From an optimization exercise on the open Yosys and OpenROAD flow, aimed at small area; shortcuts taken in it are not production practice.
In this exercise RTL edits were held to simulation tests only and were not proved equivalent to the original.

==> inputs of run G <==
==> flow/design.v <==
module regfile_wcell (
    input  logic q,
    input  logic en,
    input  logic en_n,
    input  logic wd,
    output logic d
);
    assign d = (q | en) & (wd | en_n);
endmodule
module regfile_rsel3 (
    input  logic a,
    input  logic sa,
    input  logic b,
    input  logic sb,
    input  logic c,
    input  logic sc,
    output logic y
);
    assign y = ~((a & sa) | (b & sb) | (c & sc));
endmodule
module regfile_nand2 (
    input  logic a,
    input  logic b,
    output logic y
);
    assign y = ~(a & b);
endmodule
module regfile_nand3 (
    input  logic [2:0] a,
    output logic       y
);
    assign y = ~&a;
endmodule
module regfile_nand4 (
    input  logic [3:0] a,
    output logic       y
);
    assign y = ~&a;
endmodule
module regfile_or3 (
    input  logic [2:0] a,
    output logic       y
);
    assign y = |a;
endmodule
module regfile_rbit (
    input  logic [31:1] q,
    input  logic [31:1] s,
    output logic        rd
);
    logic [10:0] y;
    logic [2:0]  z;
    for (genvar k = 0; k < 10; k++) begin : g_sel
        regfile_rsel3 u_s (
            .a(q[3*k+1]), .sa(s[3*k+1]),
            .b(q[3*k+2]), .sb(s[3*k+2]),
            .c(q[3*k+3]), .sc(s[3*k+3]),
            .y(y[k])
        );
    end
    regfile_nand2 u_s31 (.a(q[31]), .b(s[31]), .y(y[10]));
    regfile_nand4 u_n0 (.a(y[3:0]), .y(z[0]));
    regfile_nand4 u_n1 (.a(y[7:4]), .y(z[1]));
    regfile_nand3 u_n2 (.a(y[10:8]), .y(z[2]));
    regfile_or3   u_o  (.a(z), .y(rd));
endmodule
module regfile #(
    parameter int XLEN      = 32,
    parameter int NREGS     = 32,
    parameter bit WR_BYPASS = 1'b0
) (
    input  logic                     clk,
    input  logic                     reset,
    input  logic                     write_en,
    input  logic [$clog2(NREGS)-1:0] A1,
    input  logic [$clog2(NREGS)-1:0] A2,
    input  logic [$clog2(NREGS)-1:0] A3,
    input  logic [XLEN-1:0]          WD3,
    output logic [XLEN-1:0]          RD1,
    output logic [XLEN-1:0]          RD2
);
    localparam int AW = $clog2(NREGS);
    logic [31:1][XLEN-1:0] regs;
    logic [31:1][XLEN-1:0] d;
    logic [31:1]           en, en_n;
    logic [XLEN-1:0]       wdm;
    logic [31:1]           s1, s2;
    assign wdm = WD3 & {XLEN{reset}};
    always_comb begin
        for (int i = 1; i < 32; i++) begin
            en[i]   = !reset || (write_en && (A3 == AW'(i)));
            en_n[i] = !en[i];
            s1[i]   = (A1 == AW'(i));
            s2[i]   = (A2 == AW'(i));
        end
    end
    for (genvar i = 1; i < 32; i++) begin : g_reg
        for (genvar b = 0; b < XLEN; b++) begin : g_bit
            regfile_wcell u_w (.q(regs[i][b]), .en(en[i]), .en_n(en_n[i]), .wd(wdm[b]), .d(d[i][b]));
        end
    end
    always_ff @(posedge clk) begin
        regs <= d;
    end
    for (genvar b = 0; b < XLEN; b++) begin : g_rd
        logic [31:1] col;
        for (genvar i = 1; i < 32; i++) begin : g_col
            assign col[i] = regs[i][b];
        end
        regfile_rbit u_r1 (.q(col), .s(s1), .rd(RD1[b]));
        regfile_rbit u_r2 (.q(col), .s(s2), .rd(RD2[b]));
    end
endmodule
==> flow/run.sh <==
#!/bin/bash
# synth_recipe.tcl (not shown) runs the flow's synth.tcl, then flattens the netlist and writes it again
# the make line also repeats each setting of config.mk as NAME=value (left out here)
make -C /OpenROAD-flow-scripts/flow DESIGN_CONFIG=/design/flow/config.mk WORK_HOME=/design/flow/orfs CLKGATE_MAP_FILE= SYNTH_SCRIPT=/design/flow/synth_recipe.tcl finish
==> flow/config.mk <==
export PLATFORM = sky130hd
export DESIGN_NAME = regfile
export DESIGN_NICKNAME = regfile
export VERILOG_FILES = /design/flow/design.v
export SDC_FILE = /design/flow/constraint.sdc
export NUM_CORES = 4
export LEC_CHECK = 0
export ABC_AREA = 0
export ABC_CLOCK_PERIOD_IN_PS = 7000
export CAP_MARGIN = 20
export CORE_MARGIN = 2
export CORE_UTILIZATION = 40
export SLEW_MARGIN = 20
export SYNTH_HIERARCHICAL = 1
export SYNTH_MINIMUM_KEEP_SIZE = 0
==> flow/constraint.sdc <==
create_clock -name core_clock -period 7.0 [get_ports {clk}]
set_input_delay 1.4000 -clock core_clock [delete_from_list [all_inputs] [get_ports {clk}]]
set_output_delay 1.4000 -clock core_clock [all_outputs]
set_load 0.01 [all_outputs]
==> inputs of run H, as changes to run G <==
==> flow/design.v, changed modules only <==
module regfile_inv (
    input  logic a,
    output logic y
);
    assign y = ~a;
endmodule
module regfile_nor2 (
    input  logic a,
    input  logic b,
    output logic y
);
    assign y = ~(a | b);
endmodule
module regfile_and3 (
    input  logic [2:0] a,
    output logic       y
);
    assign y = &a;
endmodule
module regfile_rdec (
    input  logic [4:0]  a,
    output logic [31:1] s_a,
    output logic [31:1] s_b
);
    logic [4:0]  an;
    logic [3:0]  hi;     
    logic [7:0]  lo;     
    logic [31:1] s_n;
    for (genvar b = 0; b < 5; b++) begin : g_inv
        regfile_inv u_i (.a(a[b]), .y(an[b]));
    end
    for (genvar j = 0; j < 4; j++) begin : g_hi
        regfile_nor2 u_h (.a(j[1] ? an[4] : a[4]), .b(j[0] ? an[3] : a[3]), .y(hi[j]));
    end
    for (genvar k = 0; k < 8; k++) begin : g_lo
        regfile_and3 u_l (.a({k[2] ? a[2] : an[2], k[1] ? a[1] : an[1], k[0] ? a[0] : an[0]}), .y(lo[k]));
    end
    for (genvar i = 1; i < 32; i++) begin : g_s
        regfile_nand2 u_n (.a(hi[i / 8]), .b(lo[i % 8]), .y(s_n[i]));
        regfile_inv   u_sa (.a(s_n[i]), .y(s_a[i]));
        regfile_inv   u_sb (.a(s_n[i]), .y(s_b[i]));
    end
endmodule
module regfile_wdec (
    input  logic [4:0]  a,
    input  logic        we,
    input  logic        reset,
    output logic [31:1] en_a,
    output logic [31:1] en_n_a,
    output logic [31:1] en_b,
    output logic [31:1] en_n_b
);
    logic [4:0]  an;
    logic [3:0]  hi;     
    logic [7:0]  lo;     
    logic [31:1] x;      
    logic [31:1] e;      
    for (genvar b = 0; b < 5; b++) begin : g_inv
        regfile_inv u_i (.a(a[b]), .y(an[b]));
    end
    for (genvar j = 0; j < 4; j++) begin : g_hi
        regfile_and3 u_h (.a({we, j[1] ? a[4] : an[4], j[0] ? a[3] : an[3]}), .y(hi[j]));
    end
    for (genvar k = 0; k < 8; k++) begin : g_lo
        regfile_and3 u_l (.a({k[2] ? a[2] : an[2], k[1] ? a[1] : an[1], k[0] ? a[0] : an[0]}), .y(lo[k]));
    end
    for (genvar i = 1; i < 32; i++) begin : g_e
        regfile_nand2 u_x (.a(hi[i / 8]), .b(lo[i % 8]), .y(x[i]));
        regfile_nand2 u_e (.a(reset), .b(x[i]), .y(e[i]));
        regfile_inv   u_na (.a(e[i]), .y(en_n_a[i]));
        regfile_inv   u_pa (.a(en_n_a[i]), .y(en_a[i]));
        regfile_inv   u_nb (.a(e[i]), .y(en_n_b[i]));
        regfile_inv   u_pb (.a(en_n_b[i]), .y(en_b[i]));
    end
endmodule
module regfile #(
    parameter int XLEN      = 32,
    parameter int NREGS     = 32,
    parameter bit WR_BYPASS = 1'b0
) (
    input  logic                     clk,
    input  logic                     reset,
    input  logic                     write_en,
    input  logic [$clog2(NREGS)-1:0] A1,
    input  logic [$clog2(NREGS)-1:0] A2,
    input  logic [$clog2(NREGS)-1:0] A3,
    input  logic [XLEN-1:0]          WD3,
    output logic [XLEN-1:0]          RD1,
    output logic [XLEN-1:0]          RD2
);
    logic [31:1][XLEN-1:0] regs;
    logic [31:1][XLEN-1:0] d;
    logic [31:1]           en_a, en_n_a, en_b, en_n_b;
    logic [XLEN-1:0]       wdm_a, wdm_b;    
    logic [31:1]           s1_a, s1_b, s2_a, s2_b;
    for (genvar b = 0; b < XLEN; b++) begin : g_wdm
        logic wdm_n;
        regfile_nand2 u_m (.a(WD3[b]), .b(reset), .y(wdm_n));
        regfile_inv   u_ia (.a(wdm_n), .y(wdm_a[b]));
        regfile_inv   u_ib (.a(wdm_n), .y(wdm_b[b]));
    end
    regfile_wdec u_wdec (.a(A3), .we(write_en), .reset(reset),
                         .en_a(en_a), .en_n_a(en_n_a), .en_b(en_b), .en_n_b(en_n_b));
    regfile_rdec u_rdec1 (.a(A1), .s_a(s1_a), .s_b(s1_b));
    regfile_rdec u_rdec2 (.a(A2), .s_a(s2_a), .s_b(s2_b));
    for (genvar i = 1; i < 32; i++) begin : g_reg
        logic [XLEN-1:0] q_r, d_r, wd_r, en_r, en_n_r;
        assign q_r    = regs[i];
        assign d[i]   = d_r;
        assign wd_r   = (i < 16) ? wdm_a : wdm_b;
        assign en_r   = {{(XLEN - XLEN / 2){en_b[i]}}, {(XLEN / 2){en_a[i]}}};
        assign en_n_r = {{(XLEN - XLEN / 2){en_n_b[i]}}, {(XLEN / 2){en_n_a[i]}}};
        for (genvar b = 0; b < XLEN; b++) begin : g_bit
            regfile_wcell u_w (.q(q_r[b]), .en(en_r[b]), .en_n(en_n_r[b]), .wd(wd_r[b]), .d(d_r[b]));
        end
    end
    always_ff @(posedge clk) begin
        regs <= d;
    end
    for (genvar b = 0; b < XLEN; b++) begin : g_rd
        logic [31:1] col;
        for (genvar i = 1; i < 32; i++) begin : g_col
            assign col[i] = regs[i][b];
        end
        logic [31:1] sel1, sel2;
        assign sel1 = (b < XLEN / 2) ? s1_a : s1_b;
        assign sel2 = (b < XLEN / 2) ? s2_a : s2_b;
        regfile_rbit u_r1 (.q(col), .s(sel1), .rd(RD1[b]));
        regfile_rbit u_r2 (.q(col), .s(sel2), .rd(RD2[b]));
    end
endmodule
==> flow/flow/run.sh (new file) <==
#!/bin/bash
# The standard layout with two changes: the smallest buffer (buf_1) as the port
# buffer, and clock tree synthesis with clkbuf_8 leaf clusters of at most 16 sinks
# within 60 um and no dummy balancing loads.
set -euo pipefail
bash standard.sh 'BUFFER_PORTS_ARGS=-buffer_cell sky130_fd_sc_hd__buf_1' \
  'CTS_ARGS=-sink_clustering_enable -repair_clock_nets -dont_use_dummy_load -buf_list sky130_fd_sc_hd__clkbuf_8 -sink_clustering_size 16 -sink_clustering_max_diameter 60' \
  finish > standard_flow.log 2>&1
==> flow/standard.sh (new file) <==
#!/bin/bash
# synth_recipe.tcl (not shown) runs the flow's synth.tcl, then flattens the netlist and writes it again
# the make line also repeats each setting of config.mk as NAME=value (left out here)
make -C /OpenROAD-flow-scripts/flow DESIGN_CONFIG=/design/flow/config.mk WORK_HOME=/design/flow/orfs CLKGATE_MAP_FILE= SYNTH_SCRIPT=/design/flow/synth_recipe.tcl "${@:-finish}"
- CAP_MARGIN: 20 -> 10
- SLEW_MARGIN: 20 -> 10
removed: flow/run.sh
==> inputs of run Z, as changes to run G <==
==> flow/design.v, changed modules only <==
module regfile_inv (
    input  logic a,
    output logic y
);
    assign y = ~a;
endmodule
module regfile_nor2 (
    input  logic a,
    input  logic b,
    output logic y
);
    assign y = ~(a | b);
endmodule
module regfile_and3 (
    input  logic [2:0] a,
    output logic       y
);
    assign y = &a;
endmodule
module regfile_rdec (
    input  logic [4:0]  a,
    output logic [31:1] s_a,
    output logic [31:1] s_b
);
    logic [4:0]  an;
    logic [3:0]  hi;     
    logic [7:0]  lo;     
    logic [31:1] s_n;
    for (genvar b = 0; b < 5; b++) begin : g_inv
        regfile_inv u_i (.a(a[b]), .y(an[b]));
    end
    for (genvar j = 0; j < 4; j++) begin : g_hi
        regfile_nor2 u_h (.a(j[1] ? an[4] : a[4]), .b(j[0] ? an[3] : a[3]), .y(hi[j]));
    end
    for (genvar k = 0; k < 8; k++) begin : g_lo
        regfile_and3 u_l (.a({k[2] ? a[2] : an[2], k[1] ? a[1] : an[1], k[0] ? a[0] : an[0]}), .y(lo[k]));
    end
    for (genvar i = 1; i < 32; i++) begin : g_s
        regfile_nand2 u_n (.a(hi[i / 8]), .b(lo[i % 8]), .y(s_n[i]));
        regfile_inv   u_sa (.a(s_n[i]), .y(s_a[i]));
        regfile_inv   u_sb (.a(s_n[i]), .y(s_b[i]));
    end
endmodule
module regfile_wdec (
    input  logic [4:0]  a,
    input  logic        we,
    input  logic        reset,
    output logic [31:1] en_a,
    output logic [31:1] en_n_a,
    output logic [31:1] en_b,
    output logic [31:1] en_n_b
);
    logic [4:0]  an;
    logic [3:0]  hi;     
    logic [7:0]  lo;     
    logic [31:1] x;      
    for (genvar b = 0; b < 5; b++) begin : g_inv
        regfile_inv u_i (.a(a[b]), .y(an[b]));
    end
    for (genvar j = 0; j < 4; j++) begin : g_hi
        regfile_and3 u_h (.a({we, j[1] ? a[4] : an[4], j[0] ? a[3] : an[3]}), .y(hi[j]));
    end
    for (genvar k = 0; k < 8; k++) begin : g_lo
        regfile_and3 u_l (.a({k[2] ? a[2] : an[2], k[1] ? a[1] : an[1], k[0] ? a[0] : an[0]}), .y(lo[k]));
    end
    for (genvar i = 1; i < 32; i++) begin : g_e
        regfile_nand2 u_x (.a(hi[i / 8]), .b(lo[i % 8]), .y(x[i]));
        regfile_nand2 u_ea (.a(reset), .b(x[i]), .y(en_a[i]));
        regfile_nand2 u_eb (.a(reset), .b(x[i]), .y(en_b[i]));
        regfile_inv   u_na (.a(en_a[i]), .y(en_n_a[i]));
        regfile_inv   u_nb (.a(en_b[i]), .y(en_n_b[i]));
    end
endmodule
module regfile #(
    parameter int XLEN      = 32,
    parameter int NREGS     = 32,
    parameter bit WR_BYPASS = 1'b0
) (
    input  logic                     clk,
    input  logic                     reset,
    input  logic                     write_en,
    input  logic [$clog2(NREGS)-1:0] A1,
    input  logic [$clog2(NREGS)-1:0] A2,
    input  logic [$clog2(NREGS)-1:0] A3,
    input  logic [XLEN-1:0]          WD3,
    output logic [XLEN-1:0]          RD1,
    output logic [XLEN-1:0]          RD2
);
    logic [31:1][XLEN-1:0] regs;
    logic [31:1][XLEN-1:0] d;
    logic [31:1]           en_a, en_n_a, en_b, en_n_b;
    logic [XLEN-1:0]       wdm_a, wdm_b;    
    logic [31:1]           s1_a, s1_b, s2_a, s2_b;
    for (genvar b = 0; b < XLEN; b++) begin : g_wdm
        logic wdm_n;
        regfile_nand2 u_m (.a(WD3[b]), .b(reset), .y(wdm_n));
        regfile_inv   u_ia (.a(wdm_n), .y(wdm_a[b]));
        regfile_inv   u_ib (.a(wdm_n), .y(wdm_b[b]));
    end
    regfile_wdec u_wdec (.a(A3), .we(write_en), .reset(reset),
                         .en_a(en_a), .en_n_a(en_n_a), .en_b(en_b), .en_n_b(en_n_b));
    regfile_rdec u_rdec1 (.a(A1), .s_a(s1_a), .s_b(s1_b));
    regfile_rdec u_rdec2 (.a(A2), .s_a(s2_a), .s_b(s2_b));
    for (genvar i = 1; i < 32; i++) begin : g_reg
        logic [XLEN-1:0] q_r, d_r, wd_r, en_r, en_n_r;
        assign q_r    = regs[i];
        assign d[i]   = d_r;
        assign wd_r   = (i < 16) ? wdm_a : wdm_b;
        assign en_r   = {{(XLEN - XLEN / 2){en_b[i]}}, {(XLEN / 2){en_a[i]}}};
        assign en_n_r = {{(XLEN - XLEN / 2){en_n_b[i]}}, {(XLEN / 2){en_n_a[i]}}};
        for (genvar b = 0; b < XLEN; b++) begin : g_bit
            regfile_wcell u_w (.q(q_r[b]), .en(en_r[b]), .en_n(en_n_r[b]), .wd(wd_r[b]), .d(d_r[b]));
        end
    end
    always_ff @(posedge clk) begin
        regs <= d;
    end
    for (genvar b = 0; b < XLEN; b++) begin : g_rd
        logic [31:1] col;
        for (genvar i = 1; i < 32; i++) begin : g_col
            assign col[i] = regs[i][b];
        end
        logic [31:1] sel1, sel2;
        assign sel1 = (b < XLEN / 2) ? s1_a : s1_b;
        assign sel2 = (b < XLEN / 2) ? s2_a : s2_b;
        regfile_rbit u_r1 (.q(col), .s(sel1), .rd(RD1[b]));
        regfile_rbit u_r2 (.q(col), .s(sel2), .rd(RD2[b]));
    end
endmodule
==> flow/flow/run.sh (new file) <==
#!/bin/bash
# The standard layout with two changes: the smallest buffer (buf_1) as the port
# buffer, and clock tree synthesis with clkbuf_8 leaf clusters of at most 16 sinks
# within 60 um and no dummy balancing loads.
set -euo pipefail
bash standard.sh 'BUFFER_PORTS_ARGS=-buffer_cell sky130_fd_sc_hd__buf_1' \
  'CTS_ARGS=-sink_clustering_enable -repair_clock_nets -dont_use_dummy_load -buf_list sky130_fd_sc_hd__clkbuf_8 -sink_clustering_size 16 -sink_clustering_max_diameter 60' \
  finish > standard_flow.log 2>&1
==> flow/standard.sh (new file) <==
#!/bin/bash
# synth_recipe.tcl (not shown) runs the flow's synth.tcl, then flattens the netlist and writes it again
# the make line also repeats each setting of config.mk as NAME=value (left out here)
make -C /OpenROAD-flow-scripts/flow DESIGN_CONFIG=/design/flow/config.mk WORK_HOME=/design/flow/orfs CLKGATE_MAP_FILE= SYNTH_SCRIPT=/design/flow/synth_recipe.tcl "${@:-finish}"
- CAP_MARGIN: 20 -> 10
- CORE_UTILIZATION: 40 -> 50
- SLEW_MARGIN: 20 -> 10
removed: flow/run.sh
==> impl_metrics.json <==
{
  "swShare": 0.294,
  "wl_per_cell_um": 32.1,
  "taps": 1276,
  "fin_area_um2": 41900,
  "grt_max_degree": 48,
  "p_clk_mw": 2.86,
  "finalNetCount": 3718,
  "cts_buffers": 79,
  "totalWireLength_um": 159000,
  "p_leak_nw": 17.7,
  "status": "no timing/DRC/antenna violations",
  "synth_top_area_frac": 0.513,
  "hpwl_um": 107000,
  "crit_buf_inv": 4
}
# the run above: run H

==> impl_metrics.json <==
{
  "p_leak_nw": 17.6,
  "crit_buf_inv": 4,
  "synth_top_area_frac": 0.514,
  "hpwl_um": 109000,
  "grt_max_degree": 61,
  "totalWireLength_um": 161000,
  "cts_buffers": 82,
  "status": "no timing/DRC/antenna violations",
  "taps": 1030,
  "swShare": 0.295,
  "fin_area_um2": 41500
}
# the run above: run Z

==> impl_metrics.json <==
{
  "status": "no timing/DRC/antenna violations",
  "setup_viol": 0,
  "synth_top_area_frac": 0.524,
  "finalNetCount": 3580,
  "crit_buf_inv": 2,
  "grt_util_met3": 0.160,
  "cts_buffers": 104,
  "p_clk_mw": 5.90,
  "end_kind": "output port",
  "taps": 1254,
  "grt_max_degree": 50,
  "syn-num-nets": 3211,
  "swShare": 0.277,
  "mostFrequentLayoutCells": "o22a_1 (992), dfxtp_1 (992), a222oi_1 (640)",
  "fin_area_um2": 46500,
  "drt_pass1_iterations": 15,
  "crit_arrival_ns": 5.34,
  "hpwl_um": 114000,
  "synth-edff-count": 0
}
# the run above: run G

afterwards: timing with drivers on the ports:
The results above use ideal ports. As a check the final layouts listed here were re-extracted and re-timed, cells and wires unchanged. Step 1 assumes that a clkbuf_16 drives the clock port and a buf_2 every other input. Step 2 times the ports against the registers' clock, not the clock port: input delays grow and output delays shrink by t, the midpoint of the rising clock arrivals with the driver on. a / b / c = ideal / step 1 / step 2; a / b = the first two.
| run | t, ns | setup WS [ns] | worst hold slack (ns) | worst register clock-pin slew, ns | worst data-port slew with drivers (ns) |
|---|---|---|---|---|---|
| run G | 0.745 | 0.264 / 0.237 / 0.237 | 0.498 / 0.498 / 0.498 | 0.07 / 0.07 | 0.11 |
| run H | 0.786 | 1.266 / 1.241 / 1.241 | 0.502 / 0.502 / 0.502 | 0.11 / 0.11 | 0.18 |
| run Z | 0.758 | 0.964 / 0.934 / 0.934 | 0.501 / 0.501 / 0.501 | 0.11 / 0.11 | 0.06 |
After both steps setup and hold are still met in every run listed. For run Z, which loses most, drivers alone change the setup slack by -0.030 ns; drivers and shift together by -0.030 ns.
